This is an optimization exercise on Yosys and OpenROAD, whose aim is small area, not a production implementation. Function was checked by simulation only, so behaviour that the tests miss may differ from the original. Power figures rest on the tool's default switching activity, not on a simulated workload.

[design/flow/design.v]
package imem_loader_pkg;
  localparam int unsigned BYTE_W         = 8;    
  localparam int unsigned WORD_W         = 32;   
  localparam int unsigned BYTE_IDX_W     = 2;    
  typedef enum logic [2:0] {
    IDLE     = 3'b000,
    HDR0     = 3'b001,
    HDR1     = 3'b010,
    HDR1_BIG = 3'b011,
    PAYLOAD  = 3'b100,
    CSUM     = 3'b101,
    DONE     = 3'b110,
    ERR      = 3'b111
  } load_state_e;
endpackage
module imem_array
#(
  parameter int unsigned ADDR_W     = 6,
  parameter logic [31:0] RESET_WORD = 32'h0000_0000
) (
  input  logic              clk,
  input  logic              rst,
  input  logic              wr,
  input  logic [1:0]        wlane,
  input  logic [ADDR_W:0]   wcnt,
  input  logic [7:0]        wbyte,
  input  logic [ADDR_W-1:0] raddr,
  output logic [imem_loader_pkg::WORD_W-1:0] rdata_c
);
  localparam int unsigned RB   = ADDR_W - 3;   
  localparam int unsigned R    = 1 << RB;      
  localparam int unsigned L    = 8;            
  localparam int unsigned NPOS = R * L;        
  localparam int unsigned NGRP = NPOS / 3;     
  logic [7:0] ring_q [4][R][L];
  logic [7:0] stg_q  [4][2];
  logic [2:0] cnt_q;
  logic       clr_q;       
  logic [ADDR_W:0] cnt_m1, cnt_m2;
  logic            ins_c [4][R];
  logic [7:0]      ring_in_c [4][R];
  assign cnt_m1 = wcnt - 1'b1;
  assign cnt_m2 = wcnt - 2'd2;
  always_comb begin
    for (int j = 0; j < 4; j++) begin
      logic [ADDR_W:0] w1, w0, a;
      w1 = (2'(j) < wlane) ? wcnt : cnt_m1;
      w0 = (2'(j) < wlane) ? cnt_m1 : cnt_m2;
      for (int r = 0; r < int'(R); r++) begin
        a = (w1[0] == 1'(r)) ? w1 : w0;
        ins_c[j][r] = !a[ADDR_W] && (a[RB-1:0] == RB'(r)) &&
                      (a[ADDR_W-1:RB] == cnt_q);
      end
    end
  end
  for (genvar j = 0; j < 4; j++) begin : g_ins_lane
    for (genvar r = 0; r < int'(R); r++) begin : g_ins_ring
      for (genvar b = 0; b < 8; b++) begin : g_ins_bit
        imem_ao22 u_ao22 (
          .a1 (ins_c[j][r]), .a2 (stg_q[j][r % 2][b]),
          .b1 (!clr_q),      .b2 (ring_q[j][r][L-1][b]),
          .y  (ring_in_c[j][r][b])
        );
      end
    end
  end
  always_ff @(posedge clk) begin
    for (int j = 0; j < 4; j++) begin
      for (int r = 0; r < int'(R); r++) begin
        ring_q[j][r][0] <= ring_in_c[j][r];
        for (int k = 1; k < int'(L); k++) begin
          ring_q[j][r][k] <= ring_q[j][r][k-1];
        end
      end
    end
  end
  always_ff @(posedge clk) begin
    if (wr) begin
      stg_q[wlane][wcnt[0]] <= wbyte;
    end
  end
  always_ff @(posedge clk or posedge rst) begin
    if (rst) begin
      cnt_q <= '0;
      clr_q <= 1'b1;
    end else begin
      cnt_q <= cnt_q + 3'd1;
      if (cnt_q == 3'd7) clr_q <= 1'b0;
    end
  end
  logic [R-1:0]    rsel_c;
  logic [L-1:0]    psel_c;
  logic [NPOS-1:0] sel_c;
  logic            valid_c, e0_c, e1_c;
  logic [2:0]      pos_c;
  logic [1:0]      hsel_c  [4];
  logic [7:0]      rbyte_c [4][NPOS+2];
  logic [NPOS+1:0] lsel_c  [4];
  logic [7:0]      grp_n_c [4][NGRP+1];
  assign valid_c = {1'b0, raddr} < wcnt;
  assign e0_c    = ({1'b0, raddr} == cnt_m1);
  assign e1_c    = ({1'b0, raddr} == cnt_m2);
  assign pos_c   = cnt_q - raddr[ADDR_W-1:RB] - 3'd1;
  always_comb begin
    for (int r = 0; r < int'(R); r++) rsel_c[r] = (raddr[RB-1:0] == RB'(r));
    for (int k = 0; k < int'(L); k++) psel_c[k] = (pos_c == 3'(k));
    for (int r = 0; r < int'(R); r++) begin
      for (int k = 0; k < int'(L); k++) begin
        sel_c[r*L+k] = valid_c && rsel_c[r] && psel_c[k];
        for (int j = 0; j < 4; j++) rbyte_c[j][r*L+k] = ring_q[j][r][k];
      end
    end
    for (int j = 0; j < 4; j++) begin
      logic hit;
      hit          = e0_c || (e1_c && !(2'(j) < wlane));
      hsel_c[j][0] = hit && !raddr[0];
      hsel_c[j][1] = hit && raddr[0];
      rbyte_c[j][NPOS]   = stg_q[j][0];
      rbyte_c[j][NPOS+1] = stg_q[j][1];
      lsel_c[j]          = {hsel_c[j], sel_c};
    end
  end
  for (genvar j = 0; j < 4; j++) begin : g_lane
    for (genvar g = 0; g < int'(NGRP) + 1; g++) begin : g_grp
      for (genvar b = 0; b < 8; b++) begin : g_bit
        imem_sel3 u_sel3 (
          .s0  (lsel_c[j][3*g]),     .d0 (rbyte_c[j][3*g][b]),
          .s1  (lsel_c[j][3*g+1]),   .d1 (rbyte_c[j][3*g+1][b]),
          .s2  (lsel_c[j][3*g+2]),   .d2 (rbyte_c[j][3*g+2][b]),
          .y_n (grp_n_c[j][g][b])
        );
      end
    end
  end
  always_comb begin
    for (int j = 0; j < 4; j++) begin
      logic [7:0] acc;
      acc = RESET_WORD[31-8*j -: 8] & {8{!valid_c}};
      for (int g = 0; g < int'(NGRP) + 1; g++) acc = acc | ~grp_n_c[j][g];
      rdata_c[31-8*j -: 8] = acc;
    end
  end
endmodule
module imem_sel3 (
  input  logic s0,
  input  logic d0,
  input  logic s1,
  input  logic d1,
  input  logic s2,
  input  logic d2,
  output logic y_n
);
  assign y_n = ~((s0 & d0) | (s1 & d1) | (s2 & d2));
endmodule
module imem_ao22 (
  input  logic a1,
  input  logic a2,
  input  logic b1,
  input  logic b2,
  output logic y
);
  assign y = (a1 & a2) | (b1 & b2);
endmodule
module imem_loader
#(
  parameter int unsigned ADDR_W     = 6,
  parameter logic [31:0] RESET_WORD = 32'h0000_0000
) (
  input  logic              clk,
  input  logic              rst,
  input  logic              in_valid,
  input  logic [imem_loader_pkg::BYTE_W-1:0] in_data,
  output logic              in_ready,
  input  logic [31:0]       pc,
  output logic [imem_loader_pkg::WORD_W-1:0] instruction,
  output logic              cpu_rst,
  output logic              load_done,
  output logic              load_error,
  output logic [ADDR_W:0]   words_loaded
);
  localparam int unsigned CNT_W = ADDR_W + 1;
  localparam int unsigned DEPTH = 1 << ADDR_W;
  imem_loader_pkg::load_state_e state_q;
  imem_loader_pkg::load_state_e state_d;
  logic [ADDR_W-1:0]       len_q;               
  logic [imem_loader_pkg::BYTE_IDX_W-1:0]   byte_idx_q, byte_idx_d;
  logic [imem_loader_pkg::BYTE_W-1:0]       csum_q, csum_d;
  logic [CNT_W-1:0]        words_q, words_d;
  logic                    cpu_rst_q;
  logic                    ready_c;
  logic                    xfer_c;
  logic                    wr_c;
  logic                    pc_unused;
  assign ready_c   = (state_q != imem_loader_pkg::IDLE) && (state_q != imem_loader_pkg::DONE) &&
                     (state_q != imem_loader_pkg::ERR);
  assign xfer_c    = in_valid && ready_c;
  assign pc_unused = ^{pc[31:ADDR_W+2], pc[1:0]};
  always_ff @(posedge clk or posedge rst) begin
    if (rst) begin
      state_q    <= imem_loader_pkg::IDLE;
      byte_idx_q <= '0;
      csum_q     <= '0;
      words_q    <= '0;
      cpu_rst_q  <= 1'b1;
    end else begin
      state_q    <= state_d;
      byte_idx_q <= byte_idx_d;
      csum_q     <= csum_d;
      words_q    <= words_d;
      cpu_rst_q  <= (state_q != imem_loader_pkg::DONE);
    end
  end
  always_ff @(posedge clk) begin
    if (state_q == imem_loader_pkg::HDR1 && xfer_c) begin
      len_q <= in_data[ADDR_W-1:0];
    end
  end
  always_comb begin
    state_d    = state_q;
    byte_idx_d = byte_idx_q;
    csum_d     = csum_q;
    words_d    = words_q;
    wr_c       = 1'b0;
    case (state_q)
      imem_loader_pkg::IDLE: state_d = imem_loader_pkg::HDR0;
      imem_loader_pkg::HDR0: begin
        if (xfer_c) begin
          state_d = (in_data != '0) ? imem_loader_pkg::HDR1_BIG : imem_loader_pkg::HDR1;
        end
      end
      imem_loader_pkg::HDR1: begin
        if (xfer_c) begin
          if (32'(in_data) > DEPTH) begin
            state_d = imem_loader_pkg::ERR;
          end else if (in_data == '0) begin
            state_d = imem_loader_pkg::CSUM;
          end else begin
            state_d = imem_loader_pkg::PAYLOAD;
          end
        end
      end
      imem_loader_pkg::HDR1_BIG: begin
        if (xfer_c) begin
          state_d = imem_loader_pkg::ERR;
        end
      end
      imem_loader_pkg::PAYLOAD: begin
        if (xfer_c) begin
          wr_c       = 1'b1;
          csum_d     = csum_q ^ in_data;
          byte_idx_d = byte_idx_q + 2'd1;
          if (byte_idx_q == 2'd3) begin
            words_d = words_q + CNT_W'(1);
            if (words_d[ADDR_W-1:0] == len_q) begin
              state_d = imem_loader_pkg::CSUM;
            end
          end
        end
      end
      imem_loader_pkg::CSUM: begin
        if (xfer_c) begin
          csum_d  = csum_q ^ in_data;
          state_d = (csum_d == '0) ? imem_loader_pkg::DONE : imem_loader_pkg::ERR;
        end
      end
      default: state_d = state_q;
    endcase
  end
  imem_array #(
    .ADDR_W     (ADDR_W),
    .RESET_WORD (RESET_WORD)
  ) u_imem_array (
    .clk     (clk),
    .rst     (rst),
    .wr      (wr_c),
    .wlane   (byte_idx_q),
    .wcnt    (words_q),
    .wbyte   (in_data),
    .raddr   (pc[ADDR_W+1:2]),
    .rdata_c (instruction)
  );
  assign in_ready     = ready_c;
  assign cpu_rst      = cpu_rst_q;
  assign load_done    = (state_q == imem_loader_pkg::DONE);
  assign load_error   = (state_q == imem_loader_pkg::ERR);
  assign words_loaded = words_q;
endmodule
[design/flow/run.sh]
#!/bin/bash
# synth_recipe.tcl (not shown) runs the flow's synth.tcl, then flattens the netlist and writes it again
# the make line also repeats each setting of config.mk as NAME=value (left out here)
make -C /OpenROAD-flow-scripts/flow DESIGN_CONFIG=/design/flow/config.mk WORK_HOME=/design/flow/orfs CLKGATE_MAP_FILE= SYNTH_SCRIPT=/design/flow/synth_recipe.tcl finish
[design/flow/config.mk]
export PLATFORM = sky130hd
export DESIGN_NAME = imem_loader
export DESIGN_NICKNAME = imem_loader
export VERILOG_FILES = /design/flow/design.v
export SDC_FILE = /design/flow/constraint.sdc
export NUM_CORES = 4
export LEC_CHECK = 0
export CAP_MARGIN = 20
export CORE_MARGIN = 2
export CORE_UTILIZATION = 62
export CTS_BUF_LIST = sky130_fd_sc_hd__clkbuf_8
export CTS_CLUSTER_DIAMETER = 40
export CTS_CLUSTER_SIZE = 16
export PLACE_DENSITY = 0.72
export SLEW_MARGIN = 20
export SYNTH_HIERARCHICAL = 1
[design/flow/constraint.sdc]
create_clock -name core_clock -period 12.0 [get_ports {clk}]
set_input_delay 2.4000 -clock core_clock [delete_from_list [all_inputs] [get_ports {clk}]]
set_output_delay 2.4000 -clock core_clock [all_outputs]
set_load 0.01 [all_outputs]
==> reports/qor.yml, run 1 <==
outcome:
  outcome: "finished clean"
clock_tree:
  cts_buffers: 181
  ctsHoldBuffers: 0
  path_clk_slew_ns: 0.10
  clock_path_buffers: 3
  clk_latency_ns: 0.92
  cts_root_buf: "clkbuf_8"
  htreeDepth: 4
  post-cts-setup-buffer-count: 0
  cts_sinks: 2143
  cts_tree: "yes"
  cts_resized: 0
finish:
  drive_gt1_frac: 0.119
  stdcell_area_sq_um: 65300
  fin_nets: 4248
  n_fill_cell: 6310
  layout.cells.non_filler: 5568
  utilization: 0.710
  area_growth_pct: 13.0
detailed_routing:
  dr.first_iter.drc_count: 9499
  antenna_left: 0
  drc_errors: 0
  wl_per_cell_um: 33.5
  drt-total-wl_mm: 187
  viasPerCell: 7.14
  vias: 39800
  dr.pass1.iters: 16
timing:
  period_share: 0.857
  rsz0062_at_grt: "false"
  hold_violations: 0
  fin_skew_ns: 0.0508
  worst_slew_pin_slew_ns: 1.34
  period_needed_ns: 10.28
  maxSlewViolCount: 0
  relSlewSlack: 0.102
  max_freq_mhz: 97.2
  setup_viol: 0
  tns_ns: 0
setup_path:
  arrival_ns: 7.88
  critical-path-top-delay-family: "simple AND/OR/NAND/NOR gates"
  path_cells: "clkdlybuf4s50_1, inv_1, ha_1, inv_1, fa_1, inv_1, nand3_2, nor2_4, buf_4, a222oi_1, nand4_1, nor4_1, nand4_1, clkdlybuf4s50_1"
  crit_type: "in2out"
  slowest_stage: "nor2_4"
  cpPeakStageDelay_ns: 1.30
  r2r_setup_slack_ns: 7.35
  cp.required_ns: 9.60
  crit_path_end_kind: "output port"
  crit_buf_inv: 6
  startpoint_type: "primary input"
  critPathMaxFanout: 22
  crit_path_frequent_cell: "inv_1"
worst_hold_path:
  hp-class: "reg2reg"
die:
  die_h_um: 309
  dieWidth_um: 309
  coreArea_sq_um: 91900
  io_pins: 86
  die-area_sq_um: 95600
  rows: 111
  initial_core_util: 0.628
yosys:
  synthCells: 3871
  synth_ff_type: "dfxtp_1"
  yosysSeqAreaShare: 0.757
  async_flop_share: 0.0117
  syn_area_sq_um: 57700
  syn_area_per_cell_sq_um: 14.9
  syn_nets: 3933
  synth-seq-cells: 2143
  yosys_warnings: 20
  yosysUniqueCellTypes: 72
  synth_edf_count: 70
global_routing:
  grt_pass1_vias: 38100
  grt_util_met2: 0.563
  grt_max_degree: 114
  overflow: 0
  grt_util_met3: 0.121
  grt_antenna_before_repair: 7
  grt-busiest-layer: "met2"
  grt_pass1_wl_mm: 261
  grtUsageMet1: 0.514
  grt_use_total: 0.383
placement:
  globalplace.congestion: 1.00
  io_buffer_count: 59
  placed_cell_area_sq_um: 61200
  dp.cells: 5243
  hpwlAfterDp_mm: 111
power:
  leakagePower_nw: 23.8
  ir_drop_mv: 0.133
  powerDensity_nw_per_um2: 184
job:
  drv_cap: 0
worst reg2reg max path: stages, from the launching register on:
cell,delay (ns)
dfrtp_1,0.78
inv_1,0.40
ha_1,0.49
or3b_2,0.55
nor3_1,0.21
a221oi_1,0.08
a311oi_1,0.24
nand3_1,0.34
nor3_1,1.05
buf_4,0.32
a22o_1,0.14
metal layers:
metal / vias up / share of wire
met5: - / 0.00021
met4: 6 / 0.048
met3: 547 / 0.14
met2: 2889 / 0.43
met1: 19700 / 0.38
li1: 16600 / -
cells in the final DEF (no fill, tap or decap), types with 20 or more instances in the layout:
cell,instances
a22o_1,259
nor2_4,59
buf_4,107
edfxtp_1,70
nand2_1,58
xnor2_1,40
clkbuf_8,204
clkdlybuf4s50_1,58
nand4_1,169
a222oi_1,705
and4_1,32
xor2_1,22
nor2_1,46
inv_1,49
o21ai_0,22
dfxtp_1,2048
nor4_1,39
clkinv_2,20
dfrtp_1,23
modules after synthesis, one instance, submodules excluded, a selection:
module | cell area, sq um | copies in the design | flip-flops and latches | cells
imem_loader | 1400 | 1 | 27 | 129
imem_sel3 | 10.0 | 704 | 0 | 1
imem_ao22 | 8.76 | 256 | 0 | 1
area by class of cell:
class	instances	area (sq um)	area share
Timing Repair Buffer	170	1480	0.0226
Sequential cell	2143	43700	0.670
Antenna cell	3	7.51	0.000115
Inverter	26	105	0.00161
Clock inverter	115	1180	0.0181
Clock buffer	204	2810	0.0430
Tap cell	1243	1560	0.0238
Multi-Input combinational cell	1664	14400	0.221
Yosys cell counts (all sizes together), types with 5 or more instances:
cell       n  share of area
a21o       7        0.00091
a21oi     17         0.0015
a222oi   705           0.12
a22o     259          0.039
and2       9        0.00097
and4      32         0.0049
buf       12         0.0012
clkbuf    26         0.0017
dfrtp     23          0.010
dfxtp   2048           0.71
edfxtp    70          0.036
ha        18         0.0039
inv       25         0.0016
nand2     59         0.0039
nand2b     5        0.00054
nand3     19         0.0016
nand4    169          0.018
nor2     105         0.0068
nor2b     13         0.0014
nor3      23         0.0020
nor3b      7         0.0011
nor4      48         0.0053
o21ai     25         0.0022
or2        6        0.00065
xnor2     40         0.0061
xor2      22         0.0033
cell families after synthesis:
group / after synthesis / share of synthesized area
compound gates: 1061 / 0.173
fa+ha+maj: 21 / 0.00459
mux: 5 / 0.000910
flops: 2143 / 0.757
xor+xnor: 62 / 0.00940
buf+inv: 64 / 0.00459
simple gates: 515 / 0.0502
worst paths after layout:
path | start | end | cells past startpoint
hold / removal | u_imem_array.ring_q[44][3] | u_imem_array.ring_q[45][3] | 0
hold reg to reg | u_imem_array.ring_q[44][3] | u_imem_array.ring_q[45][3] | 0
min in group asynchronous | rst | u_imem_array.cnt_q[1] | 2
max in group asynchronous | rst | byte_idx_q[0] | 2
setup reg to reg | words_q[2] | u_imem_array.ring_q[136][0] | 10
setup / recovery | pc[5] | instruction[3] | 14
report_power, final:
| group | internal, mW | switching, mW |
|---|---|---|
| sequential | 7.29 | 0.0826 |
| clock | 1.99 | 2.44 |
| combinational | 0.0730 | 0.144 |
| total | 9.35 | 2.66 |
sequential cells by signal, indices dropped and copies added, names as in the netlist:
name and cells:
byte_idx_q 2, cpu_rst_q 1, csum_q 8, len_q 6
state_q 3, u_imem_array.clr_q 1, u_imem_array.cnt_q 3, u_imem_array.ring_q 2048
u_imem_array.stg_q 64, words_q 7
stage by stage:
step	total power, mW	setup slack (ns)	hold WS [ns]
2_1_floorplan	7.62	2.98	0.330
3_3_place_gp	7.73	1.89	0.331
3_5_place_dp	7.74	1.86	0.335
4_1_cts	12.0	1.86	0.316
5_1_grt	12.3	1.72	0.328
6_report	12.0	1.72	0.319
==> run 2: changes to the inputs <==
==> design/flow/flow/run.sh (new file) <==
#!/bin/bash
# The standard layout (standard.sh) with two changes: the clock tree uses
# clkbuf_8 sink buffers in clusters of up to 16 sinks and no dummy loads, and
# the port buffers are buf_1. make's output goes to standard_make.log; ORFS
# keeps each step's log under orfs/logs.
set -euo pipefail
export CTS_ARGS="-sink_clustering_enable -repair_clock_nets -dont_use_dummy_load -buf_list sky130_fd_sc_hd__clkbuf_8 -sink_clustering_size 16 -sink_clustering_max_diameter 50"
export BUFFER_PORTS_ARGS="-buffer_cell sky130_fd_sc_hd__buf_1"
bash standard.sh > standard_make.log 2>&1
==> design/flow/standard.sh (new file) <==
#!/bin/bash
# synth_recipe.tcl (not shown) runs the flow's synth.tcl, then flattens the netlist and writes it again
# the make line also repeats each setting of config.mk as NAME=value (left out here)
make -C /OpenROAD-flow-scripts/flow DESIGN_CONFIG=/design/flow/config.mk WORK_HOME=/design/flow/orfs CLKGATE_MAP_FILE= SYNTH_SCRIPT=/design/flow/synth_recipe.tcl "${@:-finish}"
==> design/flow/config.mk (replaced) <==
export PLATFORM = sky130hd
export DESIGN_NAME = imem_loader
export DESIGN_NICKNAME = imem_loader
export VERILOG_FILES = /design/flow/design.v
export SDC_FILE = /design/flow/constraint.sdc
export NUM_CORES = 4
export LEC_CHECK = 0
export CAP_MARGIN = 20
export CORE_MARGIN = 2
export CORE_UTILIZATION = 55
export PLACE_DENSITY = 0.65
export SLEW_MARGIN = 20
export SYNTH_HIERARCHICAL = 1
removed: design/flow/run.sh
==> run 2 against run 1 <==
  * Still clean on timing, DRC and antenna
  * Design area fell by 3.1%
  * Via count is 2.7% lower
  * Synthesized area unchanged
==> reports/qor.yml, run 2 <==
outcome:
  outcome: "finished clean"
detailed_routing:
  drc_errors: 0
  viasPerCell: 6.97
  dr.pass1.iters: 9
  antenna_left: 0
  dr.first_iter.drc_count: 8173
  drt-total-wl_mm: 183
  vias: 38700
  wl_per_cell_um: 32.9
finish:
  final_common_cell: "dfxtp_1"
  fin_nets: 4227
  layout_common_cells: "2048 x dfxtp_1, 705 x a222oi_1, 259 x a22o_1, 169 x nand4_1, 163 x clkbuf_8"
  largest_register_ffs: 2048
  drive_gt1_frac: 0.0908
  utilization: 0.609
  area_growth_pct: 9.47
  top_register: "u_imem_array.ring_q"
timing:
  period_share: 0.787
  rsz0062_at_grt: "false"
  max_freq_mhz: 106
  hold_violations: 0
  fin_skew_ns: 0.0938
  worst_slack_ns: 2.56
  setup_viol: 0
  relSlewSlack: 0.188
  maxSlewViolCount: 0
  worst_slew_pin_slew_ns: 1.21
  tns_ns: 0
  period_needed_ns: 9.44
die:
  initial_core_util: 0.556
  rows: 118
  io_pins: 86
  die-area_sq_um: 108000
  dieWidth_um: 328
  coreArea_sq_um: 104000
  die_h_um: 328
yosys:
  synth_largest_area_cell: "dfxtp_1"
  synth_most_common_cell: "dfxtp_1"
  synth_area_leaders: "dfxtp_1 71%, a222oi_1 12%, a22o_1 3.9%, edfxtp_1 3.6%, nand4_1 1.8%"
  synthCells: 3871
  async_flop_share: 0.0117
  syn_area_sq_um: 57700
  yosysSeqAreaShare: 0.757
  synth-seq-cells: 2143
  yosysUniqueCellTypes: 72
  synthTopCellsByCount: "2048 x dfxtp_1, 705 x a222oi_1, 259 x a22o_1"
  syn_nets: 3933
  synth_ff_type: "dfxtp_1"
  yosys_warnings: 20
  synth_top_area_share: 0.710
  synth_edf_count: 70
  syn_area_per_cell_sq_um: 14.9
setup_path:
  crit_path_end_kind: "output port"
  cp.required_ns: 9.60
  arrival_ns: 7.04
  crit_type: "in2out"
  r2r_cells: 11
  startpoint_type: "primary input"
  critPathMaxFanout: 18
placement:
  hpwlAfterDp_mm: 108
  io_buffer_count: 59
  globalplace.congestion: 1.00
  pre_cts_slack_ns: 1.80
clock_tree:
  clock_path_buffers: 3
  cts_root_buf: "clkbuf_8"
  path_clk_slew_ns: 0.10
  clk_latency_ns: 0.90
  ctsHoldBuffers: 0
  cts_resized: 0
  cts_sinks: 2143
  cts_tree: "yes"
  cts_buffers: 163
  htreeDepth: 4
  post-cts-setup-buffer-count: 0
power:
  ir_drop_mv: 0.123
  leakagePower_nw: 22.7
  finalPower_mw: 10.9
  powerDensity_nw_per_um2: 172
worst_hold_path:
  hp-class: "reg2reg"
  hold_depth: 0
global_routing:
  overflow: 0
  grt_pass1_wl_mm: 256
  grt_antenna_before_repair: 10
  grt_use_total: 0.330
  grt_max_degree: 130
  grt_pass1_vias: 36700
job:
  drv_cap: 0
==> run 2: cell counts after synthesis <==
Identical to the previous run, type by type.
==> run 2: critical path: stages <==
cell and delay [ns]:
buf_1 0.44, inv_1 0.13, ha_1 0.22, inv_1 0.07, fa_1 0.51, inv_1 0.17
nand3_2 0.70, nor2_4 1.06, buf_4 0.54, a222oi_1 0.18, nand4_1 0.18, nor4_1 0.09
nand4_1 0.13, buf_1 0.17
==> run 2: logic make-up (layout without fill, tap and decap cells) <==
kind of cell | after synthesis | count (layout) | synth area share
XOR/XNOR | 62 | 62 | 0.00940
multiplexers | 5 | 5 | 0.000910
adder cells (fa/ha/maj) | 21 | 21 | 0.00459
AO/OA/AOI/OAI | 1061 | 1061 | 0.173
other | 0 | 8 | 0
flip-flops | 2143 | 2143 | 0.757
buffers and inverters | 64 | 356 | 0.00459
AND/OR/NAND/NOR | 515 | 515 | 0.0502
==> run 2: layout make-up <==
cell class	instances	area [sq um]
Fill cell	8016	40600
Inverter	26	105
Multi-Input combinational cell	1664	14300
Timing Repair Buffer	167	1050
Tap cell	1380	1730
Antenna cell	8	20.0
Sequential cell	2143	43700
Clock buffer	163	2240
==> run 2: per-layer routing <==
metal  GRT usage  vias to the layer above  wire, um
met2       0.490                     2393     78800
li1            -                    16500         -
met5           0                        -        30
met3      0.0677                      390     20200
met4       0.132                        4      7100
met1       0.472                    19500     76600
==> run 2: path summary, 6_finish.rpt <==
| kind | start | to | slack [ns] |
|---|---|---|---|
| min | u_imem_array.ring_q[187][6] | u_imem_array.ring_q[188][6] | 0.27 |
| max reg2reg | words_q[0] | u_imem_array.ring_q[32][3] | 7.19 |
| min reg2reg | u_imem_array.ring_q[187][6] | u_imem_array.ring_q[188][6] | 0.27 |
| max | pc[5] | instruction[5] | 2.56 |
| max in group asynchronous | rst | byte_idx_q[1] | 9.43 |
| min in group asynchronous | rst | u_imem_array.cnt_q[1] | 1.62 |
==> run 2: per-module statistics from Yosys, one instance, submodules excluded, excerpt <==
module       flops+latches  copies in the design  cells inside  area [sq um]
imem_loader             27                     1           129          1400
imem_sel3                0                   704             1          10.0
imem_ao22                0                   256             1          8.76
==> run 2: through the flow <==
stage	instance area (sq um)	std cells	hold WS (ns)
global route	63200	5546	0.254
finish	63200	5551	0.267
floorplan	57700	3871	0.330
detailed placement	60900	5378	0.335
CTS	63200	5541	0.261
global placement	60900	5378	0.331
==> run 2: power by group <==
group          internal (mW)  total, mW  switching (mW)  leakage [nW]
Sequential              7.29       7.37          0.0825          17.4
Clock                   1.22       3.33            2.11          1.17
Combinational         0.0644      0.198           0.134          4.07
==> run 3: changes to the inputs <==
--- a/design/flow/design.v
+++ b/design/flow/design.v
@@ -37,18 +37,15 @@
   logic [2:0] cnt_q;
   logic       clr_q;       
-  logic [ADDR_W:0] cnt_m1, cnt_m2;
   logic            ins_c [4][R];
   logic [7:0]      ring_in_c [4][R];
-  assign cnt_m1 = wcnt - 1'b1;
-  assign cnt_m2 = wcnt - 2'd2;
-  always_comb begin
-    for (int j = 0; j < 4; j++) begin
-      logic [ADDR_W:0] w1, w0, a;
-      w1 = (2'(j) < wlane) ? wcnt : cnt_m1;
-      w0 = (2'(j) < wlane) ? cnt_m1 : cnt_m2;
+  logic [ADDR_W:0] dist_c;
+  logic [R+1:0]    near_c;      
+  assign dist_c = wcnt - {1'b0, cnt_q, RB'(0)};
+  always_comb begin
+    for (int k = 0; k < int'(R) + 2; k++) near_c[k] = (dist_c == (ADDR_W+1)'(k));
+    for (int j = 0; j < 4; j++) begin
       for (int r = 0; r < int'(R); r++) begin
-        a = (w1[0] == 1'(r)) ? w1 : w0;
-        ins_c[j][r] = !a[ADDR_W] && (a[RB-1:0] == RB'(r)) &&
-                      (a[ADDR_W-1:RB] == cnt_q);
+        ins_c[j][r] = (2'(j) < wlane) ? (near_c[r] || near_c[r+1]) :
+                                        (near_c[r+1] || near_c[r+2]);
       end
     end
@@ -98,7 +95,9 @@
   logic [NPOS+1:0] lsel_c  [4];
   logic [7:0]      grp_n_c [4][NGRP+1];
-  assign valid_c = {1'b0, raddr} < wcnt;
-  assign e0_c    = ({1'b0, raddr} == cnt_m1);
-  assign e1_c    = ({1'b0, raddr} == cnt_m2);
+  logic [ADDR_W+1:0] age_c;    
+  assign age_c   = {1'b0, wcnt} - {2'b00, raddr};
+  assign valid_c = !age_c[ADDR_W+1] && (age_c != '0);
+  assign e0_c    = (age_c == (ADDR_W+2)'(1));
+  assign e1_c    = (age_c == (ADDR_W+2)'(2));
   assign pos_c   = cnt_q - raddr[ADDR_W-1:RB] - 3'd1;
   always_comb begin
==> design/flow/config.mk (replaced) <==
export PLATFORM = sky130hd
export DESIGN_NAME = imem_loader
export DESIGN_NICKNAME = imem_loader
export VERILOG_FILES = /design/flow/design.v
export SDC_FILE = /design/flow/constraint.sdc
export NUM_CORES = 4
export LEC_CHECK = 0
export CAP_MARGIN = 5
export CORE_MARGIN = 2
export CORE_UTILIZATION = 70
export PLACE_DENSITY = 0.8
export SLEW_MARGIN = 5
export SYNTH_HIERARCHICAL = 1
==> run 3 against run 2 <==
  * The layout now fails its checks (max-capacitance violations, max-slew violations)
  * Die area is 22% lower
  * Sequential power decreased by 2%
  * Setup slack lost 0.73 ns
  * Critical endpoint is now instruction[3]
  * First-iteration DRC count grew 14%
  * Clock power fell by 3%
  * Largest cell class unchanged
  * Wire length decreased by 1.8%
  * Cell count is 7.4% lower
==> reports/qor.yml, run 3 <==
die:
  die-area_sq_um: 83900
  rows: 104
  dieWidth_um: 290
  coreArea_sq_um: 80700
  io_pins: 86
  initial_core_util: 0.708
  die_h_um: 290
setup_path:
  crit_type: "in2out"
  r2r_cells: 7
  arrival_ns: 7.77
  crit_path_end_kind: "output port"
  path_cells: "buf_1, ha_1, inv_1, fa_1, or3_1, a32oi_2, a31o_4, buf_4, nor4_2, buf_4, a222oi_1, nand4_1, nor4_1, nand4_1, buf_1"
  r2r_start: "words_q[4]"
  critPathMaxFanout: 36
  slowest_stage: "a31o_4"
  cpPeakStageDelay_ns: 0.81
  reg2reg_to: "u_imem_array.ring_q[80][7]"
  startpoint_type: "primary input"
  r2r_setup_slack_ns: 7.76
  cp.required_ns: 9.60
finish:
  n_fill_cell: 4890
  stdcell_area_sq_um: 62100
  fin_nets: 4139
  largest_register_ffs: 2048
  drive_gt1_frac: 0.0912
  layout_common_cells: "2048 x dfxtp_1, 704 x a222oi_1, 257 x a22o_1, 172 x nand4_1, 155 x clkbuf_8"
  area_growth_pct: 8.71
  final_common_cell: "dfxtp_1"
  utilization: 0.770
  top_register: "u_imem_array.ring_q"
detailed_routing:
  dr.pass1.iters: 11
  vias: 39400
  wl_per_cell_um: 34.9
  drt-total-wl_mm: 179
  drc_errors: 0
  antenna_left: 0
  viasPerCell: 7.66
  dr.first_iter.drc_count: 9302
timing:
  relSlewSlack: -0.0530
  period_needed_ns: 10.17
  fin_skew_ns: 0.0835
  period_share: 0.847
  worst_slew_pin_slew_ns: 1.57
  hold_violations: 0
  tns_ns: 0
  max_freq_mhz: 98.3
  rsz0062_at_grt: "false"
  setup_viol: 0
  maxSlewViolCount: 9
yosys:
  synth_compound_area_frac: 0.168
  async_flop_share: 0.0117
  yosysSeqAreaShare: 0.766
  synth-seq-cells: 2143
  yosysUniqueCellTypes: 61
  synthCells: 3766
  syn_area_sq_um: 57100
  synth_edf_count: 70
  synth_top_area_share: 0.718
  synthMuxAreaShare: 0.00162
  yosys_warnings: 20
  synth_most_common_cell: "dfxtp_1"
  synthTopCellsByCount: "2048 x dfxtp_1, 704 x a222oi_1, 257 x a22o_1"
  synthAdderAreaFrac: 0.00412
  synth_area_leaders: "dfxtp_1 72%, a222oi_1 12%, a22o_1 3.9%, edfxtp_1 3.7%, nand4_1 1.9%"
  synth_ff_type: "dfxtp_1"
  synthSimpleGateAreaFrac: 0.0490
  syn_area_per_cell_sq_um: 15.2
  synth_top_family_by_area: "compound AO/OA/AOI/OAI gates"
  synth_largest_area_cell: "dfxtp_1"
  synth-xor-area-share: 0.00659
  syn_nets: 3826
worst_hold_path:
  hp-class: "reg2reg"
  hp-start: "u_imem_array.ring_q[122][6]"
  hold_end: "u_imem_array.ring_q[123][6]"
  hold_depth: 0
outcome:
  failed_checks: "max-capacitance violations, max-slew violations"
  outcome: "finished with violations"
clock_tree:
  cts_tree: "yes"
  htreeDepth: 4
  ctsHoldBuffers: 0
  cts_sinks: 2143
  clock_path_buffers: 3
  clk_latency_ns: 0.86
  post-cts-setup-buffer-count: 0
  path_clk_slew_ns: 0.09
  cts_resized: 0
  cts_buffers: 155
  cts_root_buf: "clkbuf_8"
power:
  leakagePower_nw: 22.4
  p_int_mw: 8.37
  ir_drop_mv: 0.117
  p_seq_frac: 0.683
  netSwitchingFraction: 0.206
  powerDensity_nw_per_um2: 170
  p_clk_frac: 0.307
  finalPower_mw: 10.5
  comb_power_share: 0.010
  switchingPower_mw: 2.18
placement:
  io_buffer_count: 59
  globalplace.congestion: 1.01
  placed_cell_area_sq_um: 59900
  hpwlAfterDp_mm: 109
global_routing:
  overflow: 0
  grt_pass1_wl_mm: 254
  grt_max_degree: 102
  grt_pass1_vias: 38200
  grt_use_total: 0.420
  grt_antenna_before_repair: 5
job:
  drv_cap: 1
-- run 3: changes by cell type after synthesis, moves of 5 or more --
cell / change
xor2_1: -7
buf_2: -5
nor3b_1: -5
nand3_1: +20
and2_1: -8
xnor2_1: -12
o21ai_0: -21
nor4_1: +18
nor2_1: -22
nand2_1: -26
-- run 3: modules after synthesis, one instance, submodules excluded, a selection --
module,cells,times used,flip-flops and latches
imem_loader,129,1,27
imem_ao22,1,256,0
imem_sel3,1,704,0
-- run 3: cells by family after synthesis --
kind of cell / count (synthesis)
simple gates: 487
buf+inv: 64
compound gates: 1003
fa+ha+maj: 17
xor+xnor: 43
flops: 2143
mux: 9
-- run 3: final cells by class --
type	count	area, sq um	area share
diodes	2	5.00	0.0000806
clock buffers	155	2130	0.0344
inverters	27	109	0.00175
multi-input cells	1559	13600	0.218
flip-flops and latches	2143	43700	0.704
well taps	1060	1330	0.0214
repair buffers	193	1230	0.0198
-- run 3: critical path: cells and delay by family --
family / cells / cell delay (ns)
AOI/OAI and AO/OA: 3 / 1.53
adders and majority gates: 2 / 0.74
buffers and inverters: 5 / 1.46
and+or+nand+nor: 5 / 1.57
-- run 3: power groups by stage --
stage | registers, mW | logic [mW] | clock network [mW]
final | 7.21 | 0.103 | 3.24
after global routing | 7.21 | 0.109 | 3.49
after CTS | 7.20 | 0.0987 | 3.23
after detailed placement | 7.37 | 0.0980 | 0
after global placement | 7.37 | 0.0961 | 0
after floorplan | 7.36 | 0.0633 | 0
-- run 3: per-stage QoR --
step                hold slack, ns  std cells  worst slack (ns)
CTS                          0.270       5137              2.03
global route                 0.293       5138              1.72
detailed placement           0.335       4982              2.04
finish                       0.279       5139              1.83
floorplan                    0.330       3766              2.18
global placement             0.330       4981              2.07
-- run 3: layer usage --
metal  track usage  up-vias  part of all wire
met4         0.248        4             0.064
met1         0.560    19300              0.36
li1              -    16100                 -
met3         0.128      616              0.15
met5             0        -           0.00011
met2         0.609     3300              0.42
-- run 3: how the worst max path moves through the flow --
stage	endpoint	depth (start not counted)	slack, ns	start
6_report	instruction[3]	15	1.83	pc[2]
3_3_place_gp	instruction[0]	15	2.07	pc[2]
3_5_place_dp	instruction[0]	15	2.04	pc[2]
4_1_cts	instruction[0]	15	2.03	pc[2]
5_1_grt	instruction[3]	15	1.72	pc[2]
2_1_floorplan	instruction[0]	13	2.18	pc[3]
==> run 4: changes to the inputs <==
--- a/design/flow/config.mk
+++ b/design/flow/config.mk
@@ -8,6 +8,6 @@
 export CAP_MARGIN = 5
 export CORE_MARGIN = 2
-export CORE_UTILIZATION = 70
-export PLACE_DENSITY = 0.8
+export CORE_UTILIZATION = 62
+export PLACE_DENSITY = 0.72
 export SLEW_MARGIN = 5
 export SYNTH_HIERARCHICAL = 1
==> run 4 against run 3 <==
  * Now clean on timing, DRC and antenna
  * Design area rose by 0.41%
  * Sequential share of layout area fell by 0.28 points
  * Setup slack got worse by 0.28 ns
  * Die area rose by 13%
  * Synthesized area did not move
  * Clock power rose by 1%
  * Clock skew fell by 0.018 ns
  * Worst hold slack improved by 0.019 ns
  * Critical endpoint is now instruction[19]
==> reports/qor.yml, run 4 <==
detailed_routing:
  vias: 38700
  dr.first_iter.drc_count: 8997
  dr.pass1.iters: 10
  viasPerCell: 7.34
  drc_errors: 0
  antenna_left: 0
  drt-total-wl_mm: 181
  wl_per_cell_um: 34.3
global_routing:
  grt_pass1_wl_mm: 254
  grt_pass1_vias: 37200
  grt_antenna_before_repair: 8
  grt_max_degree: 116
  overflow: 0
  grt_use_total: 0.373
clock_tree:
  cts_buffers: 159
  cts_tree: "yes"
  post-cts-setup-buffer-count: 0
  cts_resized: 0
  clk_latency_ns: 0.87
  cts_root_buf: "clkbuf_8"
  path_clk_slew_ns: 0.10
  cts_sinks: 2143
  htreeDepth: 4
  clock_path_buffers: 3
  ctsHoldBuffers: 0
timing:
  period_share: 0.871
  worst_slew_pin_slew_ns: 1.39
  max_freq_mhz: 95.7
  relSlewSlack: 0.0724
  period_needed_ns: 10.45
  setup_viol: 0
  rsz0062_at_grt: "false"
  hold_violations: 0
  maxSlewViolCount: 0
  tns_ns: 0
  fin_skew_ns: 0.0653
yosys:
  synth_top_family_by_area: "compound AO/OA/AOI/OAI gates"
  synth_largest_area_cell: "dfxtp_1"
  synthSimpleGateAreaFrac: 0.0490
  synth_compound_area_frac: 0.168
  synth_ff_type: "dfxtp_1"
  synth-xor-area-share: 0.00659
  synthAdderAreaFrac: 0.00412
  synth-seq-cells: 2143
  synthTopCellsByCount: "2048 x dfxtp_1, 704 x a222oi_1, 257 x a22o_1"
  yosys_warnings: 20
  synth_area_leaders: "dfxtp_1 72%, a222oi_1 12%, a22o_1 3.9%, edfxtp_1 3.7%, nand4_1 1.9%"
  syn_area_sq_um: 57100
  synthMuxAreaShare: 0.00162
  synth_most_common_cell: "dfxtp_1"
  synth_edf_count: 70
  yosysSeqAreaShare: 0.766
  syn_nets: 3826
  synth_top_area_share: 0.718
  syn_area_per_cell_sq_um: 15.2
  async_flop_share: 0.0117
  yosysUniqueCellTypes: 61
  synthCells: 3766
worst_hold_path:
  hp-class: "reg2reg"
finish:
  fin_nets: 4149
  largest_register_ffs: 2048
  drive_gt1_frac: 0.0932
  utilization: 0.681
  layout.cells.non_filler: 5277
  final_common_cell: "dfxtp_1"
  top_register: "u_imem_array.ring_q"
  layout_common_cells: "2048 x dfxtp_1, 704 x a222oi_1, 257 x a22o_1, 172 x nand4_1, 159 x clkbuf_8"
  area_growth_pct: 9.15
power:
  ir_drop_mv: 0.116
  leakagePower_nw: 22.5
  powerDensity_nw_per_um2: 170
die:
  coreArea_sq_um: 91500
  io_pins: 86
  dieWidth_um: 308
  rows: 111
  die_h_um: 308
  initial_core_util: 0.624
  die-area_sq_um: 94600
setup_path:
  cp.required_ns: 9.60
  arrival_ns: 8.05
  critPathMaxFanout: 39
  crit_type: "in2out"
  crit_path_end_kind: "output port"
  startpoint_type: "primary input"
placement:
  globalplace.congestion: 0.900
  hpwlAfterDp_mm: 106
  io_buffer_count: 59
  dp.cells: 5114
outcome:
  outcome: "finished clean"
job:
  drv_cap: 0
-- run 4: path summary, 6_finish.rpt --
| path | from | endpoint | slack, ns | cells after the start |
|---|---|---|---|---|
| max | pc[2] | instruction[19] | 1.55 | 15 |
| min reg2reg | u_imem_array.ring_q[227][1] | u_imem_array.ring_q[228][1] | 0.30 | 0 |
| min | u_imem_array.ring_q[227][1] | u_imem_array.ring_q[228][1] | 0.30 | 0 |
| max in group asynchronous | rst | state_q[2] | 9.55 | 2 |
| max reg2reg | words_q[4] | u_imem_array.ring_q[152][0] | 7.90 | 7 |
| min in group asynchronous | rst | u_imem_array.cnt_q[0] | 1.46 | 2 |
-- run 4: final cells by class --
class	count	area, sq um
antenna	4	10.0
clock buffer	159	2190
fill	6380	29200
inverter	27	109
multi-input combinational	1559	13500
sequential	2143	43700
tap	1186	1480
timing repair buffer	199	1270
-- run 4: metal layers --
metal,part of all wire,track usage
met3,0.14,0.108
met2,0.43,0.547
met4,0.041,0.148
met1,0.39,0.523
met5,0.00018,0
-- run 4: modules after synthesis, one instance, submodules excluded, excerpt --
module,cells inside,flops+latches
imem_loader,129,27
imem_sel3,1,0
imem_ao22,1,0
-- run 4: kinds of logic (layout without fill, tap and decap cells) --
logic type,Yosys count,after routing
flops,2143,2143
other cells,0,4
mux,9,9
compound gates,1003,1003
fa+ha+maj,17,17
buf+inv,64,385
simple gates,487,487
xor+xnor,43,43
-- run 4: through the flow --
stage | total power, mW | cell area [sq um] | hold slack [ns] | setup slack [ns]
after floorplan | 7.42 | 57100 | 0.330 | 2.18
after global placement | 7.47 | 60100 | 0.331 | 1.83
after detailed placement | 7.47 | 60100 | 0.335 | 1.79
after CTS | 10.6 | 62300 | 0.295 | 1.77
after global routing | 10.9 | 62300 | 0.306 | 1.45
final | 10.6 | 62300 | 0.298 | 1.55
-- run 4: worst max-delay path: stages --
cell      delay (ns)
buf_1           0.56
ha_1            0.33
inv_1           0.07
fa_1            0.42
a21o_1          0.21
a211o_1         0.31
o2111a_1        0.15
a31o_4          0.48
buf_4           0.34
nor4_2          1.08
buf_4           0.72
a222oi_1        0.19
and4_1          0.24
nand4_1         0.30
buf_1           0.20
-- run 4: power breakdown --
group	internal, mW	total (mW)	switching (mW)
registers	7.17	7.20	0.0299
logic	0.0326	0.106	0.0734
clock network	1.19	3.28	2.09
total	8.40	10.6	2.19
==> run 5: changes to the inputs <==
--- a/design/flow/design.v
+++ b/design/flow/design.v
@@ -32,5 +32,6 @@
   localparam int unsigned L    = 8;            
   localparam int unsigned NPOS = R * L;        
-  localparam int unsigned NGRP = NPOS / 3;     
+  localparam int unsigned NIN  = NPOS + 2;     
+  localparam int unsigned NGRP = (NIN + 2) / 3;  
   logic [7:0] ring_q [4][R][L];
   logic [7:0] stg_q  [4][2];
@@ -92,7 +93,7 @@
   logic [2:0]      pos_c;
   logic [1:0]      hsel_c  [4];
-  logic [7:0]      rbyte_c [4][NPOS+2];
-  logic [NPOS+1:0] lsel_c  [4];
-  logic [7:0]      grp_n_c [4][NGRP+1];
+  logic [7:0]      rbyte_c [4][3*NGRP];
+  logic [3*NGRP-1:0] lsel_c [4];
+  logic [7:0]      grp_n_c [4][NGRP];
   logic [ADDR_W+1:0] age_c;    
   assign age_c   = {1'b0, wcnt} - {2'b00, raddr};
@@ -117,9 +118,10 @@
       rbyte_c[j][NPOS]   = stg_q[j][0];
       rbyte_c[j][NPOS+1] = stg_q[j][1];
-      lsel_c[j]          = {hsel_c[j], sel_c};
+      for (int i = NIN; i < 3 * int'(NGRP); i++) rbyte_c[j][i] = 8'h00;
+      lsel_c[j]          = (3*NGRP)'({hsel_c[j], sel_c});
     end
   end
   for (genvar j = 0; j < 4; j++) begin : g_lane
-    for (genvar g = 0; g < int'(NGRP) + 1; g++) begin : g_grp
+    for (genvar g = 0; g < int'(NGRP); g++) begin : g_grp
       for (genvar b = 0; b < 8; b++) begin : g_bit
         imem_sel3 u_sel3 (
@@ -136,5 +138,5 @@
       logic [7:0] acc;
       acc = RESET_WORD[31-8*j -: 8] & {8{!valid_c}};
-      for (int g = 0; g < int'(NGRP) + 1; g++) acc = acc | ~grp_n_c[j][g];
+      for (int g = 0; g < int'(NGRP); g++) acc = acc | ~grp_n_c[j][g];
       rdata_c[31-8*j -: 8] = acc;
     end
@@ -183,4 +185,7 @@
   imem_loader_pkg::load_state_e state_d;
   logic [ADDR_W-1:0]       len_q;               
+  localparam bit           WIDE_LEN = (ADDR_W >= 8);
+  logic [7:0]              len_hi_q;
+  logic [15:0]             len_c;               
   logic [imem_loader_pkg::BYTE_IDX_W-1:0]   byte_idx_q, byte_idx_d;
   logic [imem_loader_pkg::BYTE_W-1:0]       csum_q, csum_d;
@@ -194,4 +199,5 @@
                      (state_q != imem_loader_pkg::ERR);
   assign xfer_c    = in_valid && ready_c;
+  assign len_c     = {WIDE_LEN ? len_hi_q : 8'h00, in_data};
   assign pc_unused = ^{pc[31:ADDR_W+2], pc[1:0]};
   always_ff @(posedge clk or posedge rst) begin
@@ -211,6 +217,9 @@
   end
   always_ff @(posedge clk) begin
+    if (WIDE_LEN && state_q == imem_loader_pkg::HDR0 && xfer_c) begin
+      len_hi_q <= in_data;
+    end
     if (state_q == imem_loader_pkg::HDR1 && xfer_c) begin
-      len_q <= in_data[ADDR_W-1:0];
+      len_q <= len_c[ADDR_W-1:0];
     end
   end
@@ -225,12 +234,13 @@
       imem_loader_pkg::HDR0: begin
         if (xfer_c) begin
-          state_d = (in_data != '0) ? imem_loader_pkg::HDR1_BIG : imem_loader_pkg::HDR1;
+          state_d = (!WIDE_LEN && in_data != '0) ? imem_loader_pkg::HDR1_BIG :
+                                                   imem_loader_pkg::HDR1;
         end
       end
       imem_loader_pkg::HDR1: begin
         if (xfer_c) begin
-          if (32'(in_data) > DEPTH) begin
+          if (32'(len_c) > DEPTH) begin
             state_d = imem_loader_pkg::ERR;
-          end else if (in_data == '0) begin
+          end else if (len_c == '0) begin
             state_d = imem_loader_pkg::CSUM;
           end else begin
==> design/flow/flow/run.sh (replaced) <==
#!/bin/bash
# The standard layout (standard.sh) with two changes: the clock tree uses
# clkbuf_8 sink buffers in clusters of up to 18 sinks and no dummy loads, and
# the port buffers are buf_1. make's output goes to standard_make.log; ORFS
# keeps each step's log under orfs/logs.
set -euo pipefail
export CTS_ARGS="-sink_clustering_enable -repair_clock_nets -dont_use_dummy_load -buf_list sky130_fd_sc_hd__clkbuf_8 -sink_clustering_size 18 -sink_clustering_max_diameter 50"
export BUFFER_PORTS_ARGS="-buffer_cell sky130_fd_sc_hd__buf_1"
bash standard.sh > standard_make.log 2>&1
==> run 5 against run 4 <==
  * Synthesized cell count is essentially flat
  * Clock power fell by 4%
  * Clock skew increased by 0.019 ns
  * Worst hold slack got worse by 0.013 ns
  * Maximum frequency is 2.7% higher
  * Design area is 0.38% lower
  * Global-route usage down 1.5 points
  * Synthesized area about the same
  * Register-to-register slack worse by 0.10 ns
  * Cell count shrank 0.53%
  * Still clean on timing, DRC and antenna
  * Clock-buffer cell count shrank 14
==> reports/qor.yml, run 5 <==
timing:
  maxSlewViolCount: 0
  setup_viol: 0
  tns_ns: 0
  rsz0062_at_grt: "false"
  max_freq_mhz: 98.2
  relSlewSlack: 0.0984
  worst_slew_pin_slew_ns: 1.35
  hold_violations: 0
  hold-worst-slack_ns: 0.285
  period_share: 0.848
  period_needed_ns: 10.18
  fin_skew_ns: 0.0838
yosys:
  syn_area_sq_um: 57100
  yosysUniqueCellTypes: 60
  syn_nets: 3827
  synthTopCellsByCount: "2048 x dfxtp_1, 704 x a222oi_1, 257 x a22o_1"
  syn_area_per_cell_sq_um: 15.2
  synth-seq-cells: 2143
  synth_area_leaders: "dfxtp_1 72%, a222oi_1 12%, a22o_1 3.9%, edfxtp_1 3.7%, nand4_1 1.9%"
  synthCells: 3767
  yosys_warnings: 20
  synth_largest_area_cell: "dfxtp_1"
  synth_top_area_share: 0.717
  synth_edf_count: 70
  yosysSeqAreaShare: 0.765
  synth_ff_type: "dfxtp_1"
  async_flop_share: 0.0117
  synth_most_common_cell: "dfxtp_1"
setup_path:
  r2r_start: "words_q[3]"
  arrival_ns: 7.78
  crit_type: "in2out"
  critPathMaxFanout: 41
  cp.required_ns: 9.60
  reg2reg_to: "u_imem_array.ring_q[0][2]"
  startpoint_type: "primary input"
  critical_path.endpoint: "instruction[20]"
  crit_start: "pc[2]"
  r2r_cells: 9
  crit_path_end_kind: "output port"
  r2r_setup_slack_ns: 7.80
detailed_routing:
  dr.pass1.iters: 11
  drt-total-wl_mm: 174
  wl_per_cell_um: 33.1
  antenna_left: 0
  vias: 38200
  dr.first_iter.drc_count: 8720
  viasPerCell: 7.28
  drc_errors: 0
placement:
  placed_cell_area_sq_um: 60100
  hpwlAfterDp_mm: 105
  io_buffer_count: 59
  globalplace.congestion: 0.968
die:
  coreArea_sq_um: 91500
  io_pins: 86
  die_h_um: 308
  dieWidth_um: 308
  die-area_sq_um: 94600
  initial_core_util: 0.624
  rows: 111
clock_tree:
  path_clk_slew_ns: 0.10
  cts_buffers: 145
  post-cts-setup-buffer-count: 0
  htreeDepth: 4
  cts_sinks: 2143
  cts_root_buf: "clkbuf_8"
  cts_resized: 0
  cts_tree: "yes"
  clock_path_buffers: 3
  clk_latency_ns: 0.87
  ctsHoldBuffers: 0
finish:
  n_fill_cell: 6388
  stdcell_area_sq_um: 62100
  fin_nets: 4122
  area_growth_pct: 8.67
  drive_gt1_frac: 0.0884
  final_common_cell: "dfxtp_1"
  layout_common_cells: "2048 x dfxtp_1, 704 x a222oi_1, 257 x a22o_1, 170 x nand4_1, 145 x clkbuf_8"
  top_register: "u_imem_array.ring_q"
  utilization: 0.679
  largest_register_ffs: 2048
outcome:
  outcome: "finished clean"
worst_hold_path:
  hp-class: "reg2reg"
global_routing:
  overflow: 0
  grt_pass1_vias: 36900
  grt_antenna_before_repair: 7
  grt_use_total: 0.358
  grt_pass1_wl_mm: 245
  grt_max_degree: 119
power:
  powerDensity_nw_per_um2: 167
  finalPower_mw: 10.4
  leakagePower_nw: 22.3
  ir_drop_mv: 0.151
job:
  drv_cap: 0
run 5: logic make-up after synthesis:
| logic type | after synthesis | synth area share |
|---|---|---|
| AOI/OAI and AO/OA | 1010 | 0.169 |
| xor gates and xnor gates | 44 | 0.00674 |
| adders and majority gates | 17 | 0.00412 |
| buffers and inverters | 64 | 0.00495 |
| DFF | 2143 | 0.765 |
| muxes | 10 | 0.00180 |
| and+or+nand+nor | 479 | 0.0485 |
run 5: stage by stage:
stage,setup slack [ns],cells
floorplan,2.18,3767
global placement,2.05,5101
detailed placement,1.99,5101
CTS,1.96,5246
global route,1.66,5248
finish,1.82,5249
run 5: per-module statistics from Yosys (local to each module, per instance), a selection:
| module | flops+latches | copies in the design | area [sq um] |
|---|---|---|---|
| imem_sel3 | 0 | 704 | 10.0 |
| imem_loader | 27 | 1 | 1440 |
| imem_ao22 | 0 | 256 | 8.76 |
run 5: worst min path at each step:
stage	from	to	slack [ns]	cells past startpoint
after floorplan	u_imem_array.ring_q[100][0]	u_imem_array.ring_q[101][0]	0.33	0
after global routing	u_imem_array.ring_q[206][5]	u_imem_array.ring_q[207][5]	0.29	0
after detailed placement	u_imem_array.ring_q[77][1]	u_imem_array.ring_q[78][1]	0.33	0
final	u_imem_array.ring_q[50][1]	u_imem_array.ring_q[51][1]	0.29	0
after global placement	u_imem_array.ring_q[124][7]	u_imem_array.ring_q[125][7]	0.33	0
after CTS	u_imem_array.ring_q[50][1]	u_imem_array.ring_q[51][1]	0.28	0
run 5: worst max-delay path, cell delays in order:
cell and delay [ns]:
buf_1 0.54, ha_1 0.31, inv_1 0.06, fa_1 0.42, or3_1 0.44, a32oi_2 0.31
a31o_4 0.79, buf_12 0.34, nor2_4 0.17, buf_4 0.31, a222oi_1 0.51, nand4_1 0.16
nor4_1 0.48, nand4_1 0.26, buf_1 0.19
run 5: area by class of cell:
class	count	area (sq um)	area share
multi-input combinational	1560	13600	0.219
antenna	3	7.51	0.000121
clock buffer	145	2000	0.0321
inverter	27	109	0.00175
timing repair buffer	185	1180	0.0190
tap	1186	1480	0.0239
sequential	2143	43700	0.704
run 5: report_power, final:
part / total [mW] / internal, mW / switching, mW
clock network: 3.14 / 1.09 / 2.05
registers: 7.16 / 7.15 / 0.00743
logic: 0.0781 / 0.0196 / 0.0586
run 5: layer usage:
metal / track usage / share of wire
met5: 0.00982 / 0.00077
met4: 0.172 / 0.050
met3: 0.106 / 0.14
met2: 0.510 / 0.42
met1: 0.499 / 0.40
==> run 6: changes to the inputs <==
--- a/design/flow/design.v
+++ b/design/flow/design.v
@@ -89,5 +89,5 @@
   logic [R-1:0]    rsel_c;
   logic [L-1:0]    psel_c;
-  logic [NPOS-1:0] sel_c;
+  logic [NPOS-1:0] sel_c [2];   
   logic            valid_c, e0_c, e1_c;
   logic [2:0]      pos_c;
@@ -107,5 +107,4 @@
     for (int r = 0; r < int'(R); r++) begin
       for (int k = 0; k < int'(L); k++) begin
-        sel_c[r*L+k] = valid_c && rsel_c[r] && psel_c[k];
         for (int j = 0; j < 4; j++) rbyte_c[j][r*L+k] = ring_q[j][r][k];
       end
@@ -119,7 +118,15 @@
       rbyte_c[j][NPOS+1] = stg_q[j][1];
       for (int i = NIN; i < 3 * int'(NGRP); i++) rbyte_c[j][i] = 8'h00;
-      lsel_c[j]          = (3*NGRP)'({hsel_c[j], sel_c});
+      lsel_c[j]          = (3*NGRP)'({hsel_c[j], sel_c[j/2]});
     end
   end
+  for (genvar h = 0; h < 2; h++) begin : g_dec
+    imem_dec #(.R(R), .L(L)) u_dec (
+      .valid (valid_c),
+      .rsel  (rsel_c),
+      .psel  (psel_c),
+      .sel   (sel_c[h])
+    );
+  end
   for (genvar j = 0; j < 4; j++) begin : g_lane
     for (genvar g = 0; g < int'(NGRP); g++) begin : g_grp
@@ -163,4 +170,21 @@
   assign y = (a1 & a2) | (b1 & b2);
 endmodule
+module imem_dec #(
+  parameter int unsigned R = 8,
+  parameter int unsigned L = 8
+) (
+  input  logic           valid,
+  input  logic [R-1:0]   rsel,
+  input  logic [L-1:0]   psel,
+  output logic [R*L-1:0] sel
+);
+  always_comb begin
+    for (int r = 0; r < int'(R); r++) begin
+      for (int k = 0; k < int'(L); k++) begin
+        sel[r*L+k] = valid && rsel[r] && psel[k];
+      end
+    end
+  end
+endmodule
 module imem_loader
 #(
==> run 6 against run 5 <==
  * Design area decreased by 1.4%
  * Global-route usage decreased by 3.0 points
  * Clock power about the same
  * Synthesized cell count decreased by 0.13%
  * Largest power group unchanged
  * Highest routed layer is now met4
==> reports/qor.yml, run 6 <==
outcome:
  outcome: "finished clean"
setup_path:
  crit_path_end_kind: "output port"
  path_cells: "buf_1, ha_1, inv_1, fa_1, a21o_1, a21oi_2, xnor2_1, a2111o_1, o41a_2, buf_4, and3_1, a222oi_1, nand4_1, nor4_1, nand4_1, buf_1"
  cpPeakStageDelay_ns: 1.05
  critPathMaxFanout: 65
  arrival_ns: 8.76
  r2r_setup_slack_ns: 7.50
  cp.required_ns: 9.60
  startpoint_type: "primary input"
  crit_type: "in2out"
  crit_buf_inv: 4
  critical-path-top-delay-family: "compound AO/OA/AOI/OAI gates"
  slowest_stage: "nor4_1"
timing:
  fin_skew_ns: 0.0678
  relSlewSlack: 0.133
  hold_violations: 0
  rsz0062_at_grt: "false"
  period_share: 0.930
  tns_ns: 0
  period_needed_ns: 11.16
  worst_slew_pin_slew_ns: 1.30
  hold-worst-slack_ns: 0.293
  max_freq_mhz: 89.6
  setup_viol: 0
  maxSlewViolCount: 0
detailed_routing:
  viasPerCell: 7.21
  drc_errors: 0
  dr.first_iter.drc_count: 7032
  dr.pass1.iters: 10
  antenna_left: 0
  drt-total-wl_mm: 160
  wl_per_cell_um: 31.0
  vias: 37200
yosys:
  yosysUniqueCellTypes: 61
  synth_top_area_share: 0.715
  syn_area_per_cell_sq_um: 15.2
  synth_largest_area_cell: "dfxtp_1"
  syn_nets: 3822
  async_flop_share: 0.0117
  yosys_warnings: 22
  synth_area_leaders: "dfxtp_1 71%, a222oi_1 12%, a22o_1 3.9%, edfxtp_1 3.7%, nand4_1 1.8%"
  synthCells: 3762
  synthTopCellsByCount: "2048 x dfxtp_1, 704 x a222oi_1, 257 x a22o_1"
  synth_most_common_cell: "dfxtp_1"
  synth_ff_type: "dfxtp_1"
  yosysSeqAreaShare: 0.762
  synth_edf_count: 70
  synth-seq-cells: 2143
  syn_area_sq_um: 57400
finish:
  fin_nets: 4034
  largest_register_ffs: 2048
  top_register: "u_imem_array.ring_q"
  layout_common_cells: "2048 x dfxtp_1, 704 x a222oi_1, 257 x a22o_1, 166 x nand4_1, 144 x clkbuf_8"
  layout.cells.non_filler: 5160
  final_common_cell: "dfxtp_1"
  drive_gt1_frac: 0.0597
  area_growth_pct: 6.76
clock_tree:
  cts_tree: "yes"
  post-cts-setup-buffer-count: 0
  cts_sinks: 2143
  path_clk_slew_ns: 0.10
  ctsHoldBuffers: 0
  clock_path_buffers: 3
  cts_buffers: 144
  htreeDepth: 4
  clk_latency_ns: 0.86
  cts_root_buf: "clkbuf_8"
  cts_resized: 0
global_routing:
  overflow: 0
  grt_use_total: 0.328
  grt_max_degree: 106
  grt_pass1_wl_mm: 230
  grt_antenna_before_repair: 4
  grt_pass1_vias: 35900
power:
  powerDensity_nw_per_um2: 169
  ir_drop_mv: 0.126
  leakagePower_nw: 22.4
worst_hold_path:
  hp-class: "reg2reg"
die:
  initial_core_util: 0.626
  die-area_sq_um: 95000
  die_h_um: 308
  rows: 111
  io_pins: 86
  dieWidth_um: 308
  coreArea_sq_um: 91700
placement:
  io_buffer_count: 59
  dp.cells: 5014
  hpwlAfterDp_mm: 106
  globalplace.congestion: 0.908
job:
  drv_cap: 0
-- run 6: changes by cell type after synthesis, moves of 5 or more --
| cell | before | now |
|---|---|---|
| and3_1 | 3 | 106 |
| nor2_1 | 80 | 33 |
| nand3_1 | 39 | 6 |
| and3_2 | 0 | 28 |
| nor4_1 | 65 | 40 |
| clkbuf_1 | 28 | 13 |
| o22ai_1 | 0 | 15 |
| nor3_1 | 24 | 12 |
| buf_2 | 1 | 11 |
| a21oi_1 | 19 | 11 |
| nor2b_1 | 8 | 3 |
-- run 6: worst paths after layout --
check | start | end | cells after the start
worst max-delay path | pc[2] | instruction[12] | 16
worst min-delay path | u_imem_array.ring_q[144][6] | u_imem_array.ring_q[145][6] | 0
worst max register to register | words_q[3] | u_imem_array.ring_q[144][1] | 8
worst min register to register | u_imem_array.ring_q[144][6] | u_imem_array.ring_q[145][6] | 0
max in group asynchronous | rst | state_q[2] | 2
min in group asynchronous | rst | u_imem_array.cnt_q[2] | 2
-- run 6: per-module statistics from Yosys (local to each module, per instance), a selection --
module / cell area (sq um) / flops+latches
imem_loader: 1440 / 27
imem_ao22: 8.76 / 0
imem_sel3: 10.0 / 0
-- run 6: area by class of cell --
| cell class | instances | area, sq um |
|---|---|---|
| diodes | 2 | 5.00 |
| multi-input cells | 1566 | 13400 |
| fillers | 6545 | 30400 |
| flip-flops and latches | 2143 | 43700 |
| clock buffers | 144 | 1980 |
| repair buffers | 94 | 484 |
| inverters | 25 | 101 |
| well taps | 1186 | 1480 |
-- run 6: cell families after synthesis --
| kind of cell | after synthesis | share of synthesized area |
|---|---|---|
| flops | 2143 | 0.762 |
| compound gates | 1018 | 0.169 |
| simple gates | 483 | 0.0530 |
| buf+inv | 53 | 0.00401 |
| xor+xnor | 42 | 0.00641 |
| fa+ha+maj | 17 | 0.00410 |
| mux | 6 | 0.00109 |
-- run 6: where the power goes --
group	internal (mW)	total, mW	switching (mW)
clock	1.08	3.12	2.04
combinational	0.0188	0.0723	0.0535
sequential	7.15	7.16	0.00690
-- run 6: per-layer routing --
metal  track usage  wire [um]  vias up
met5             0          0        -
met4         0.215      11400        0
met3        0.0449      13500      488
met2         0.535      75700     2233
met1         0.410      59600    18600
li1              -          -    16000
-- run 6: worst reg2reg max path: cells and delay by family (launching register included) --
family / cells / cell delay (ns)
adder cells (fa/ha/maj): 2 / 0.66
flip-flops: 1 / 0.66
AO/OA/AOI/OAI: 2 / 1.63
buffers and inverters: 2 / 0.17
AND/OR/NAND/NOR: 2 / 1.31
-- run 6: stage by stage --
stage | utilization | area (sq um) | setup slack, ns | power (mW)
2_1_floorplan | - | 57400 | 3.85 | 7.35
3_3_place_gp | 0.646 | 59200 | 1.23 | 7.39
3_5_place_dp | 0.646 | 59200 | 1.19 | 7.39
4_1_cts | 0.668 | 61200 | 1.17 | 10.4
5_1_grt | 0.668 | 61200 | 0.576 | 10.6
6_report | 0.668 | 61200 | 0.840 | 10.4
==> run 7: changes to the inputs <==
==> design/flow/flow/run.sh (replaced) <==
#!/bin/bash
# The standard layout (standard.sh) with two changes: the clock tree uses
# clkbuf_8 sink buffers in clusters of up to 16 sinks and no dummy loads, and
# the port buffers are buf_1. make's output goes to standard_make.log; ORFS
# keeps each step's log under orfs/logs.
set -euo pipefail
export CTS_ARGS="-sink_clustering_enable -repair_clock_nets -dont_use_dummy_load -buf_list sky130_fd_sc_hd__clkbuf_8 -sink_clustering_size 16 -sink_clustering_max_diameter 50"
export BUFFER_PORTS_ARGS="-buffer_cell sky130_fd_sc_hd__buf_1"
bash standard.sh > standard_make.log 2>&1
==> run 7 against run 6 <==
  * Still clean
  * Critical endpoint unchanged
  * Via count fell by 0.41%
  * Synthesized area did not move
  * Highest routed layer unchanged
  * Clock skew decreased by 0.022 ns
==> reports/qor.yml, run 7 <==
finish:
  largest_register_ffs: 2048
  layout_common_cells: "2048 x dfxtp_1, 704 x a222oi_1, 257 x a22o_1, 166 x nand4_1, 154 x clkbuf_8"
  layout.cells.non_filler: 5172
  utilization: 0.670
timing:
  fin_skew_ns: 0.0461
  period_needed_ns: 11.09
  tns_ns: 0
  hold_violations: 0
  relSlewSlack: 0.139
  max_freq_mhz: 90.1
  worst_slew_pin_slew_ns: 1.29
  period_share: 0.925
  rsz0062_at_grt: "false"
setup_path:
  arrival_ns: 8.69
  r2r_start: "words_q[3]"
  startpoint_type: "primary input"
  cp.required_ns: 9.60
  path_cells: "buf_1, ha_1, inv_1, fa_1, a21o_1, a21oi_2, xnor2_1, a2111o_1, o41a_2, buf_4, and3_1, a222oi_1, nand4_1, nor4_1, nand4_1, buf_1"
  crit_start: "pc[2]"
global_routing:
  grt_max_degree: 106
  grt_pass1_wl_mm: 229
  grt_use_total: 0.328
  grt_pass1_vias: 35900
  overflow: 0
yosys:
  syn_area_sq_um: 57400
  synth_largest_area_cell: "dfxtp_1"
  synth_edf_count: 70
  synth_most_common_cell: "dfxtp_1"
  syn_area_per_cell_sq_um: 15.2
  synthCells: 3762
  synthTopCellsByCount: "2048 x dfxtp_1, 704 x a222oi_1, 257 x a22o_1"
  async_flop_share: 0.0117
  syn_nets: 3822
  yosys_warnings: 22
  synth_ff_type: "dfxtp_1"
power:
  powerDensity_nw_per_um2: 170
  finalPower_mw: 10.4
  leakagePower_nw: 22.5
  ir_drop_mv: 0.155
  p_clk_frac: 0.307
  p_int_mw: 8.32
  switchingPower_mw: 2.11
clock_tree:
  cts_buffers: 154
  path_clk_slew_ns: 0.09
  clk_latency_ns: 0.84
  htreeDepth: 4
  clock_path_buffers: 3
  post-cts-setup-buffer-count: 0
  ctsHoldBuffers: 0
  cts_resized: 0
detailed_routing:
  dr.first_iter.drc_count: 7210
  top_layer: "met4"
  wl_met2_mm: 75.8
  antenna_left: 0
  vias: 37100
  viasPerCell: 7.17
  dr.pass1.iters: 9
  drc_errors: 0
  wl_per_cell_um: 31.0
job:
  drv_cap: 0
placement:
  dp.cells: 5014
  io_buffer_count: 59
  globalplace.congestion: 0.908
worst_hold_path:
  hold_depth: 0
  hp-start: "u_imem_array.ring_q[61][0]"
die:
  initial_core_util: 0.626
  coreArea_sq_um: 91700
  io_pins: 86
  die_h_um: 308
  dieWidth_um: 308
outcome:
  outcome: "finished clean"
[run 7: worst max-delay path, delay by kind of cell]
family                   cells  cell delay [ns]
AND/OR/NAND/NOR              4             2.12
buffers and inverters        4             1.19
XOR/XNOR                     1             0.08
adder cells (fa/ha/maj)      2             0.72
AO/OA/AOI/OAI                5             2.18
[run 7: cell families after synthesis]
family	Yosys count	share of synthesized area
simple gates	483	0.0530
xor+xnor	42	0.00641
mux	6	0.00109
flops	2143	0.762
fa+ha+maj	17	0.00410
compound gates	1018	0.169
buf+inv	53	0.00401
[run 7: final cells by class]
class / instances / area [sq um]
repair buffers: 94 / 484
flip-flops and latches: 2143 / 43700
diodes: 4 / 10.0
fillers: 6534 / 30300
clock buffers: 154 / 2120
multi-input cells: 1566 / 13400
well taps: 1186 / 1480
inverters: 25 / 101
[run 7: worst paths after layout]
path / end / slack, ns
max in group asynchronous: csum_q[1] / 9.71
min in group asynchronous: u_imem_array.cnt_q[2] / 1.45
max: instruction[12] / 0.91
max reg2reg: u_imem_array.ring_q[144][1] / 7.48
min: u_imem_array.ring_q[62][0] / 0.32
min reg2reg: u_imem_array.ring_q[62][0] / 0.32
[run 7: per-module statistics from Yosys (local to each module, per instance), a selection]
module       cells inside  copies in the design  area (sq um)  flip-flops and latches
imem_loader           130                     1          1440                      27
imem_sel3               1                   704          10.0                       0
imem_ao22               1                   256          8.76                       0
[run 7: stage by stage]
| stage | cell area (sq um) | hold WS, ns | setup slack (ns) |
|---|---|---|---|
| final | 61400 | 0.318 | 0.905 |
| after global routing | 61400 | 0.324 | 0.599 |
| after CTS | 61400 | 0.317 | 1.18 |
| after detailed placement | 59200 | 0.335 | 1.19 |
| after global placement | 59200 | 0.331 | 1.23 |
| after floorplan | 57400 | 0.330 | 3.85 |
[run 7: metal layers]
metal,track usage,up-vias
met1,0.408,18400
met5,0,-
li1,-,16000
met2,0.535,2154
met4,0.215,0
met3,0.0473,510
[run 7: power groups by stage]
stage | registers (mW) | clock network, mW | logic [mW]
after floorplan | 7.32 | 0 | 0.0316
after global placement | 7.32 | 0 | 0.0683
after detailed placement | 7.32 | 0 | 0.0700
after CTS | 7.16 | 3.24 | 0.0701
after global routing | 7.16 | 3.50 | 0.0759
final | 7.16 | 3.20 | 0.0727

Check on run 7: ideal ports give 0.905 ns setup slack; a clkbuf_16 on the clock port and buf_2 on the inputs give 0.748 ns; moving port delays by the midpoint clock arrival (0.889 ns) as well gives 0.748 ns.
